Context: an optimization exercise on an open-source flow, tuned for small area and a short achievable clock period. The choices shown serve that exercise and are no tape-out recipe.
Function was checked by simulation only, so behaviour that the tests miss may differ from the original.

==> flow/design.v (excerpt) <==
module dcm_top (
    input  logic        clk,
    input  logic        rst,
    input  logic        sig_in,
    input  logic        wb_cyc,
    input  logic        wb_stb,
    input  logic        wb_we,
    input  logic [1:0]  wb_adr,
    input  logic [31:0] wb_dat_w,
    output logic [31:0] wb_dat_r,
    output logic        wb_ack
);
Size in the first run: roughly 280 flip-flops, about 73 I/O pins, about 13000 um^2 of cells after synthesis.
clock: 68.0 ns
lec_check: 0
cap_margin: 0
core_margin: 2
core_utilization: 72
cts_buf_list: sky130_fd_sc_hd__clkbuf_16
cts_cluster_diameter: 150
cts_cluster_size: 28
place_density: 0.82
slew_margin: 0
standard.sh (not shown) runs the stock make flow with config.mk's settings and CLKGATE_MAP_FILE= SYNTH_SCRIPT=/design/flow/synth_recipe.tcl, a recipe that flattens the netlist after the stock synthesis.
==> flow/flow/run.sh <==
#!/bin/bash
# Standard ORFS layout with plain buffers on the ports instead of the delay
# buffers buffer_ports picks by default. Every tool's output is kept in a log
# file in the work folder.
set -euo pipefail
export BUFFER_PORTS_ARGS="-buffer_cell sky130_fd_sc_hd__buf_2"
bash standard.sh > standard.log 2>&1
Edit:
CORE_UTILIZATION = 65   (was 72)
CTS_BUF_LIST = sky130_fd_sc_hd__clkbuf_8   (was sky130_fd_sc_hd__clkbuf_16)
CTS_CLUSTER_DIAMETER = 80   (was 150)
CTS_CLUSTER_SIZE = 16   (was 28)
PLACE_DENSITY = 0.78   (was 0.82)
Core utilization falls by 6.9 points.
Sequential cell count stays the same.
Design area hardly moves.
Cell count rose by 4.4%.
Edit:
CTS_BUF_LIST = sky130_fd_sc_hd__clkbuf_16   (was sky130_fd_sc_hd__clkbuf_8)
CTS_CLUSTER_DIAMETER = 150   (was 80)
CTS_CLUSTER_SIZE = 30   (was 16)
Result:
- worst setup slack gains 60 ps
- design area stays flat
- sequential share of layout area barely changes
- register-to-register slack gains 20 ps
- global-route usage shrinks by 0.40 points

---

dcm_top, a different RTL version from the one above (not shown whole).
For scale: ~73 I/O pins, roughly 13000 um2 of cells after synthesis.
Settings: LEC_CHECK=0, CAP_MARGIN=20, CORE_MARGIN=2, CORE_UTILIZATION=60, PLACE_DENSITY=0.72, SLEW_MARGIN=20; clock period 68.0 ns.
Scripts as last shown in full above: flow/flow/run.sh
Edit:
--- a/flow/config.mk
+++ b/flow/config.mk
@@ -10,2 +10,5 @@
-export CORE_UTILIZATION = 60
-export PLACE_DENSITY = 0.72
+export CORE_UTILIZATION = 55
+export CTS_BUF_LIST = sky130_fd_sc_hd__clkbuf_16
+export CTS_CLUSTER_DIAMETER = 120
+export CTS_CLUSTER_SIZE = 24
+export PLACE_DENSITY = 0.68
What happened:
- The new run finished with timing, DRC and antenna clean
- hold slack is better by 0.036 ns
- flip-flop and latch count stays the same
- cell count climbs by about 1.3%
- register-to-register slack is worse by 0.10 ns
- wire length drops by 1.0%

---

build 37:
Another version of the RTL of dcm_top (not shown whole).
For scale: roughly 280 flip-flops, ~73 I/O pins.
==> flow/config.mk <==
export PLATFORM = sky130hd
export DESIGN_NAME = dcm_top
export DESIGN_NICKNAME = dcm_top
export VERILOG_FILES = /design/flow/design.v
export SDC_FILE = /design/flow/constraint.sdc
export NUM_CORES = 4
export LEC_CHECK = 0
export CAP_MARGIN = 0
export CORE_MARGIN = 2
export CORE_UTILIZATION = 65
export CTS_BUF_LIST = sky130_fd_sc_hd__clkbuf_16
export CTS_CLUSTER_DIAMETER = 150
export CTS_CLUSTER_SIZE = 30
export GPL_TIMING_DRIVEN = 0
export PLACE_DENSITY = 0.78
export SLEW_MARGIN = 0
==> flow/constraint.sdc <==
create_clock -name core_clock -period 68.0 [get_ports {clk}]
set_input_delay 13.6000 -clock core_clock [delete_from_list [all_inputs] [get_ports {clk}]]
set_output_delay 13.6000 -clock core_clock [all_outputs]
set_load 0.01 [all_outputs]
==> flow/flow/run.sh <==
#!/bin/bash
# Standard ORFS layout, with three changes to how it is made:
#  - synthesis maps with an ABC script that recovers more area (flow/abc_speed.script,
#    used through a copy of ORFS's scripts folder; nothing else in it changes);
#  - plain buffers on the ports instead of the delay buffers buffer_ports picks by default;
#  - a clock tree without dummy loads.
# Every tool's output is kept in a log file in the work folder.
set -euo pipefail
work=$(pwd)
rm -rf "$work/abc_scripts"
cp -r "$FLOW_HOME/scripts" "$work/abc_scripts"
cp "$work/flow/abc_speed.script" "$work/abc_scripts/abc_speed.script"
export BUFFER_PORTS_ARGS="-buffer_cell sky130_fd_sc_hd__buf_2"
export CTS_ARGS="-sink_clustering_enable -repair_clock_nets -sink_clustering_size 30 -sink_clustering_max_diameter 150 -buf_list sky130_fd_sc_hd__clkbuf_16 -dont_use_dummy_load"
SCRIPTS_DIR="$work/abc_scripts" bash standard.sh synth > synth.log 2>&1
bash standard.sh > standard.log 2>&1
==> flow/flow/abc_speed.script <==
&get -n
&st
&syn3
&dch
&nf -R 100 -p
&put
topo
stime -c
dnsize -c
Build 37 completed; timing, DRC and antenna clean
Edits applied to the flow inputs when going from build 37 to build 4:
==> flow/flow/abc_speed.script <==
&get -n
&st
&syn3
&dch
&nf -R 100 -p
&put
buffer -c
topo
stime -c
upsize -c
dnsize -c
-- flow/config.mk --
<<< build 37, line 13
export CTS_CLUSTER_SIZE = 30
export GPL_TIMING_DRIVEN = 0
export PLACE_DENSITY = 0.78
>>> build 4, line 13
export CTS_CLUSTER_SIZE = 30
export PLACE_DENSITY = 0.78
Notes after the runs:
Build 37 has a higher met3 track demand over resource than build 4.
Relative to build 37, share of layout cells above drive strength 1 has gone up in build 4.
Delta (build 4 minus build 37): utilization shows a reduction of 2.8 points, synthesized cell count +about 4.6%.
Against build 37, build 4 comes in 2.2 points lower on combined global-route utilization of all metal layers.
Compare build 4 and build 37 | fraction of area in registers lower: build 37
Edits applied to the flow inputs when going from build 4 to build 88:
==> flow/flow/abc_speed.script <==
&get -n
&st
&syn3
&dch
&nf -R 100 -p
&put
topo
stime -c
dnsize -c
## What came out
- Growth of design area from synthesis to finish was higher in build 88 than in build 4.
- Via count essentially unchanged between build 4 and build 88.
- Looking at global-route track usage on met2, build 88 sits above build 4.
- Build 88 against build 4: relative slew slack picked up an extra 16 points; total wire length after detailed routing increased 4.4%; first-iteration DRC count climbed 18%; utilization increased by 1.9 points relative to the old numbers; xor/xnor share of the synthesized area about even.
- Comparing wire length of the first global-routing pass for build 88 and build 4, the bigger number came from build 88.
- Build 88 vs. build 4: met3 wire length went up by 160 um.

---

## rev 12
Starting RTL as in the previous note.
// dcm_top
module dcm_top (
    input  logic        clk,
    input  logic        rst,
    input  logic        sig_in,
    input  logic        wb_cyc,
    input  logic        wb_stb,
    input  logic        wb_we,
    input  logic [1:0]  wb_adr,
    input  logic [31:0] wb_dat_w,
    output logic [31:0] wb_dat_r,
    output logic        wb_ack
);
    localparam int PW = 16;
    localparam int DW = 7;
    localparam int RW = PW + DW;
    localparam int DEPTH = 8;
    logic sig_s1, sig_s2, sig_d;
    always_ff @(posedge clk or negedge rst) begin
        if (!rst) begin
            sig_s1 <= 1'b0;
            sig_s2 <= 1'b0;
            sig_d  <= 1'b0;
        end else begin
            sig_s1 <= sig_in;
            sig_s2 <= sig_s1;
            sig_d  <= sig_s2;
        end
    end
    logic rise;      
    logic pre;       
    assign rise = sig_s2 & ~sig_d;
    assign pre  = sig_s1 & ~sig_s2;
    logic          enable;
    logic          armed;
    logic          push;
    logic [PW-1:0] period_cnt;
    logic [PW-1:0] high_cnt;
    logic          p_max, h_max;
    logic [PW-1:0] p_inc, h_inc;    
    logic [PW-1:0] rem_q;           
    logic [PW-1:0] rem_in, div_p, rem2;
    logic          div_inc, div_dec;
    logic [2:0]    qstep;
    logic [1:0]    q_a, q_b;        
    logic          p_two;
    logic [DW-1:0] duty;
    assign p_max = &period_cnt;
    assign h_max = &high_cnt;
    assign p_inc = p_max ? period_cnt : period_cnt + 1'b1;
    assign h_inc = (sig_s2 && !h_max) ? high_cnt + 1'b1 : high_cnt;
    always_comb begin
        div_p   = p_inc;
        div_dec = rise & ~p_max;
        div_inc = ~rise & ~pre & ~&p_inc;
        rem_in  = (rise | pre) ? rem_q : h_inc;
    end
    duty_meter u_div (
        .rem_in  (rem_in),
        .div_p   (div_p),
        .inc     (div_inc),
        .dec     (div_dec),
        .rem_out (rem2),
        .q       (qstep)
    );
    assign p_two = (period_cnt == PW'(2));
    assign duty  = p_two ? DW'(64) : {q_b, q_a, qstep};
    always_ff @(posedge clk) begin
        rem_q <= rem2;
        q_a   <= qstep[2:1];
        q_b   <= q_a;
  ...
clock: 68.0 ns
lec_check: 0
cap_margin: 0
core_margin: 2
core_utilization: 76
cts_buf_list: sky130_fd_sc_hd__clkbuf_16
cts_cluster_diameter: 150
cts_cluster_size: 30
place_density: 0.86
slew_margin: 0
==> flow/flow/abc_speed.script <==
&get -n
&st
&syn3
&dch
&nf -R 100 -p
&put
topo
stime -c
dnsize -c
Scripts as last shown in full above: flow/flow/run.sh
Rev 12 has completed all stages; timing, DRC and antenna checks passed.
Input changes introduced in rev 13 (baseline for comparison: rev 12):
diff --git a/flow/config.mk b/flow/config.mk
--- a/flow/config.mk
+++ b/flow/config.mk
@@ -9,3 +9,3 @@
 export CORE_MARGIN = 2
-export CORE_UTILIZATION = 76
+export CORE_UTILIZATION = 70
 export CTS_BUF_LIST = sky130_fd_sc_hd__clkbuf_16
@@ -13,3 +13,3 @@
 export CTS_CLUSTER_SIZE = 30
-export PLACE_DENSITY = 0.86
+export PLACE_DENSITY = 0.82
 export SLEW_MARGIN = 0
Diff rev 12..rev 13 | post-place instance area | negligible
Rev 12 → rev 13: relative area change from synthesis to final layout went up by 0.26 points.

---

north:
The RTL this note starts from:
==> flow/design.v <==
package dcm_pkg;
    typedef struct packed {
        logic [7-1:0]   duty;      
        logic [16-1:0] period;    
    } meas_rec_t;
    typedef enum logic [1:0] {
        REG_DATA   = 2'd0,
        REG_STATUS = 2'd1,
        REG_CTRL   = 2'd2
    } reg_addr_t;
endpackage
`timescale 1ns/10ps
module duty_meter (
    input  logic [15:0] rem_in,    
    input  logic [15:0] div_p,     
    input  logic        inc,
    input  logic        dec,       
    output logic [15:0] rem_out,   
    output logic [2:0]  q          
);
    logic [15:0] r [0:3];
    logic [15:0] a, b, g, p, gg, pp, c, s;
    logic        cin;
    always_comb begin
        r[0] = rem_in;
        cin  = ~inc & ~dec;
        for (int k = 0; k < 3; k++) begin
            a = {r[k][14:0], 1'b0};
            b = ~div_p;
            p = a ^ b;
            g = a & b;
            g[0] = dec | (b[0] & cin);
            gg = g;
            pp = p;
            for (int l = 0; l < 4; l++)
                for (int i = 0; i < 16; i++)
                    if ((i >> l) & 1) begin
                        gg[i] = gg[i] | (pp[i] & gg[((i >> l) << l) - 1]);
                        pp[i] = pp[i] & pp[((i >> l) << l) - 1];
                    end
            c = {gg[14:0], cin};
            s = p ^ c;
            q[2-k] = r[k][15] | gg[15];
            r[k+1] = q[2-k] ? s : a;
        end
        rem_out = r[3];
    end
endmodule
`timescale 1ns/10ps
module dcm_top (
    input  logic        clk,
    input  logic        rst,
    input  logic        sig_in,
    input  logic        wb_cyc,
    input  logic        wb_stb,
    input  logic        wb_we,
    input  logic [1:0]  wb_adr,
    input  logic [31:0] wb_dat_w,
    output logic [31:0] wb_dat_r,
    output logic        wb_ack
);
    localparam int PW = 16;
    localparam int DW = 7;
    localparam int RW = PW + DW;
    localparam int DEPTH = 8;
    logic sig_s1, sig_s2, sig_d;
    always_ff @(posedge clk or negedge rst) begin
        if (!rst) begin
            sig_s1 <= 1'b0;
            sig_s2 <= 1'b0;
            sig_d  <= 1'b0;
        end else begin
            sig_s1 <= sig_in;
            sig_s2 <= sig_s1;
            sig_d  <= sig_s2;
        end
    end
    logic rise;      
    logic pre;       
    assign rise = sig_s2 & ~sig_d;
    assign pre  = sig_s1 & ~sig_s2;
    logic          enable;
    logic          armed;
    logic          push;
    logic [PW-1:0] period_cnt;
    logic [PW-1:0] high_cnt;
    logic          p_max, h_max;
    logic [PW-1:0] p_inc, h_inc;    
    logic [PW-1:0] rem_q;           
    logic [PW-1:0] rem_in, div_p, rem3;
    logic          div_inc, div_dec;
    logic [2:0]    qstep;
    logic [2:0]    q_a, q_b;        
    logic          p_two;
    logic [DW-1:0] duty;
    assign p_max = &period_cnt;
    assign h_max = &high_cnt;
    assign p_inc = p_max ? period_cnt : period_cnt + 1'b1;
    assign h_inc = (sig_s2 && !h_max) ? high_cnt + 1'b1 : high_cnt;
    always_comb begin
        div_p   = p_inc;
        div_dec = rise & ~p_max;
        div_inc = ~rise & ~pre & ~&p_inc;
        rem_in  = (rise | pre) ? rem_q : h_inc;
    end
    duty_meter u_div (
        .rem_in  (rem_in),
        .div_p   (div_p),
        .inc     (div_inc),
        .dec     (div_dec),
        .rem_out (rem3),
        .q       (qstep)
    );
    assign p_two = (period_cnt == PW'(2));
    assign duty  = p_two ? DW'(64) : {q_b, q_a, qstep[2]};
    always_ff @(posedge clk) begin
        rem_q <= rem3;
        q_a   <= qstep;
        q_b   <= q_a;
        period_cnt <= rise ? PW'(1) : p_inc;
        high_cnt   <= rise ? PW'(1) : h_inc;    
    end
    always_ff @(posedge clk or negedge rst) begin
        if (!rst) begin
            armed <= 1'b0;
            push  <= 1'b0;
        end else begin
            armed <= enable & (armed | rise);
            push  <= enable & rise & armed;
        end
    end
    logic [RW-1:0] mem [0:DEPTH-1];
    logic [2:0]    wr_ptr, rd_ptr;
    logic [3:0]    count;
    logic          ovf;
    logic          empty, full;
    logic          pop_q, clr_q;
    logic          wen;
    logic [RW-1:0] head;
    assign empty = (count == 4'd0);
    assign full  = count[3];
    assign wen   = rise & (~full | pop_q);
    always_ff @(posedge clk) begin
        for (int i = 0; i < DEPTH; i++)
            if (wen && wr_ptr == 3'(i))
                mem[i] <= {duty, period_cnt};
    end
    always_comb begin
        head = '0;
        for (int i = 0; i < DEPTH; i++)
            head = head | ({RW{rd_ptr == 3'(i)}} & mem[i]);
    end
    always_ff @(posedge clk or negedge rst) begin
        if (!rst) begin
            wr_ptr <= '0;
            rd_ptr <= '0;
            count  <= '0;
            ovf    <= 1'b0;
        end else begin
            if (push && !full)
                wr_ptr <= wr_ptr + 1'b1;
            if (pop_q)
                rd_ptr <= rd_ptr + 1'b1;
            case ({push && !full, pop_q})
                2'b10:   count <= count + 1'b1;
                2'b01:   count <= count - 1'b1;
                default: count <= count;
            endcase
            if (push && full)
                ovf <= 1'b1;
            else if (clr_q)
                ovf <= 1'b0;
        end
    end
    logic req;
    logic a_data, a_stat, a_ctrl;
    logic [25:0] rd_q;
    assign req    = wb_cyc & wb_stb & ~wb_ack;
    assign a_data = (wb_adr == 2'd0);
    assign a_stat = (wb_adr == 2'd1);
    assign a_ctrl = (wb_adr == 2'd2);
    always_ff @(posedge clk or negedge rst) begin
        if (!rst) begin
            wb_ack <= 1'b0;
            pop_q  <= 1'b0;
            clr_q  <= 1'b0;
            enable <= 1'b0;
        end else begin
            wb_ack <= req;
            pop_q  <= req & ~wb_we & a_data & ~empty;
            clr_q  <= req & wb_we & a_stat & wb_dat_w[8];
            if (req && wb_we && a_ctrl)
                enable <= wb_dat_w[0];
        end
    end
    logic dv;
    assign dv = a_data & ~empty;
    always_ff @(posedge clk) begin
        rd_q[25:10] <= dv ? head[15:0] : 16'd0;                  
        rd_q[9]     <= dv;                                       
        rd_q[8]     <= a_stat & empty;
        rd_q[7]     <= a_stat & ovf;
        rd_q[6:4]   <= dv ? head[22:20] : 3'd0;                  
        rd_q[3:1]   <= dv ? head[19:17] : (a_stat ? count[3:1] : 3'd0);
        rd_q[0]     <= dv ? head[16] : (a_stat ? count[0] : (a_ctrl & enable));
    end
    assign wb_dat_r = {rd_q[25:9], 5'd0, rd_q[8:7], 1'b0, rd_q[6:0]};
endmodule
clock: 68.0 ns
lec_check: 0
cap_margin: 20
core_margin: 2
core_utilization: 55
cts_buf_list: sky130_fd_sc_hd__clkbuf_16
cts_cluster_diameter: 120
cts_cluster_size: 24
place_density: 0.68
slew_margin: 20
==> flow/flow/run.sh <==
#!/bin/bash
# Standard ORFS layout with plain buffers on the ports instead of the delay
# buffers buffer_ports picks by default. Every tool's output is kept in a log
# file in the work folder.
set -euo pipefail
export BUFFER_PORTS_ARGS="-buffer_cell sky130_fd_sc_hd__buf_2"
bash standard.sh > standard.log 2>&1
north | status: complete | timing, DRC, antenna: pass
Inputs modified between north and south:
==> flow/flow/run.sh <==
#!/bin/bash
# Standard ORFS layout with plain buffers on the ports instead of the delay
# buffers buffer_ports picks by default, and with the timing repair steps
# asked for extra setup slack. Every tool's output is kept in a log file in
# the work folder.
set -euo pipefail
export BUFFER_PORTS_ARGS="-buffer_cell sky130_fd_sc_hd__buf_2"
export SETUP_SLACK_MARGIN=53.6
bash standard.sh > standard.log 2>&1
Cell count: north vs south — no meaningful difference. The via count was comparable across north and south.

==> afterwards: timing with drivers on the ports <==
No port has a modelled driver above. Below, the same layouts with a new extraction and two added sets of constraints.
Step 1: set_driving_cell puts a clkbuf_16 on clk and a buf_2 on each other input, an assumption about the parent block.
Step 2 adds t to the input delays and takes it off the output delays; t is the mean of the earliest and latest rising clock arrival at the registers after step 1. Input paths then give back, and output paths get back, about the clock's delay inside the block.
Slacks: ideal ports / drivers / drivers and shift; pairs: ideal ports / drivers.
| run | shift t [ns] | setup slack, ns | worst setup path after step 2 | latest minus earliest clock arrival (ns) | slew at the worst register clock pin (ns) |
|---|---|---|---|---|---|
| the first run of note 1 | 0.517 | 53.389 / 53.364 / 52.890 | input to register | 0.032 / 0.032 | 0.11 / 0.11 |
| the second run of note 1 | 0.572 | 53.354 / 53.313 / 52.962 | input to register | 0.016 / 0.016 | 0.11 / 0.11 |
| the third run of note 1 | 0.522 | 53.415 / 53.370 / 53.009 | input to register | 0.026 / 0.026 | 0.11 / 0.11 |
| the first run of note 2 | 0.566 | 53.352 / 53.301 / 53.072 | input to register | 0.009 / 0.009 | 0.06 / 0.06 |
| the second run of note 2 | 0.533 | 53.343 / 53.298 / 53.321 | input to register | 0.032 / 0.032 | 0.11 / 0.11 |
| build 37 | 0.508 | 53.388 / 53.341 / 53.119 | input to register | 0.071 / 0.071 | 0.12 / 0.12 |
| build 4 | 0.506 | 53.390 / 53.343 / 53.006 | input to register | 0.050 / 0.050 | 0.11 / 0.11 |
| build 88 | 0.509 | 53.374 / 53.327 / 53.327 | input to register | 0.058 / 0.058 | 0.12 / 0.12 |
| rev 12 | 0.531 | 53.361 / 53.315 / 53.256 | input to register | 0.047 / 0.048 | 0.11 / 0.11 |
| rev 13 | 0.508 | 53.394 / 53.347 / 53.262 | input to register | 0.070 / 0.070 | 0.12 / 0.12 |
| north | 0.527 | 53.372 / 53.339 / 52.875 | input to register | 0.020 / 0.020 | 0.10 / 0.10 |
| south | 0.526 | 53.404 / 53.356 / 53.269 | input to register | 0.019 / 0.020 | 0.10 / 0.10 |
After both steps every run listed still meets setup and hold. The setup slack of the first run of note 1, which loses most, moves by -0.025 ns with the drivers and by -0.499 ns with both steps.
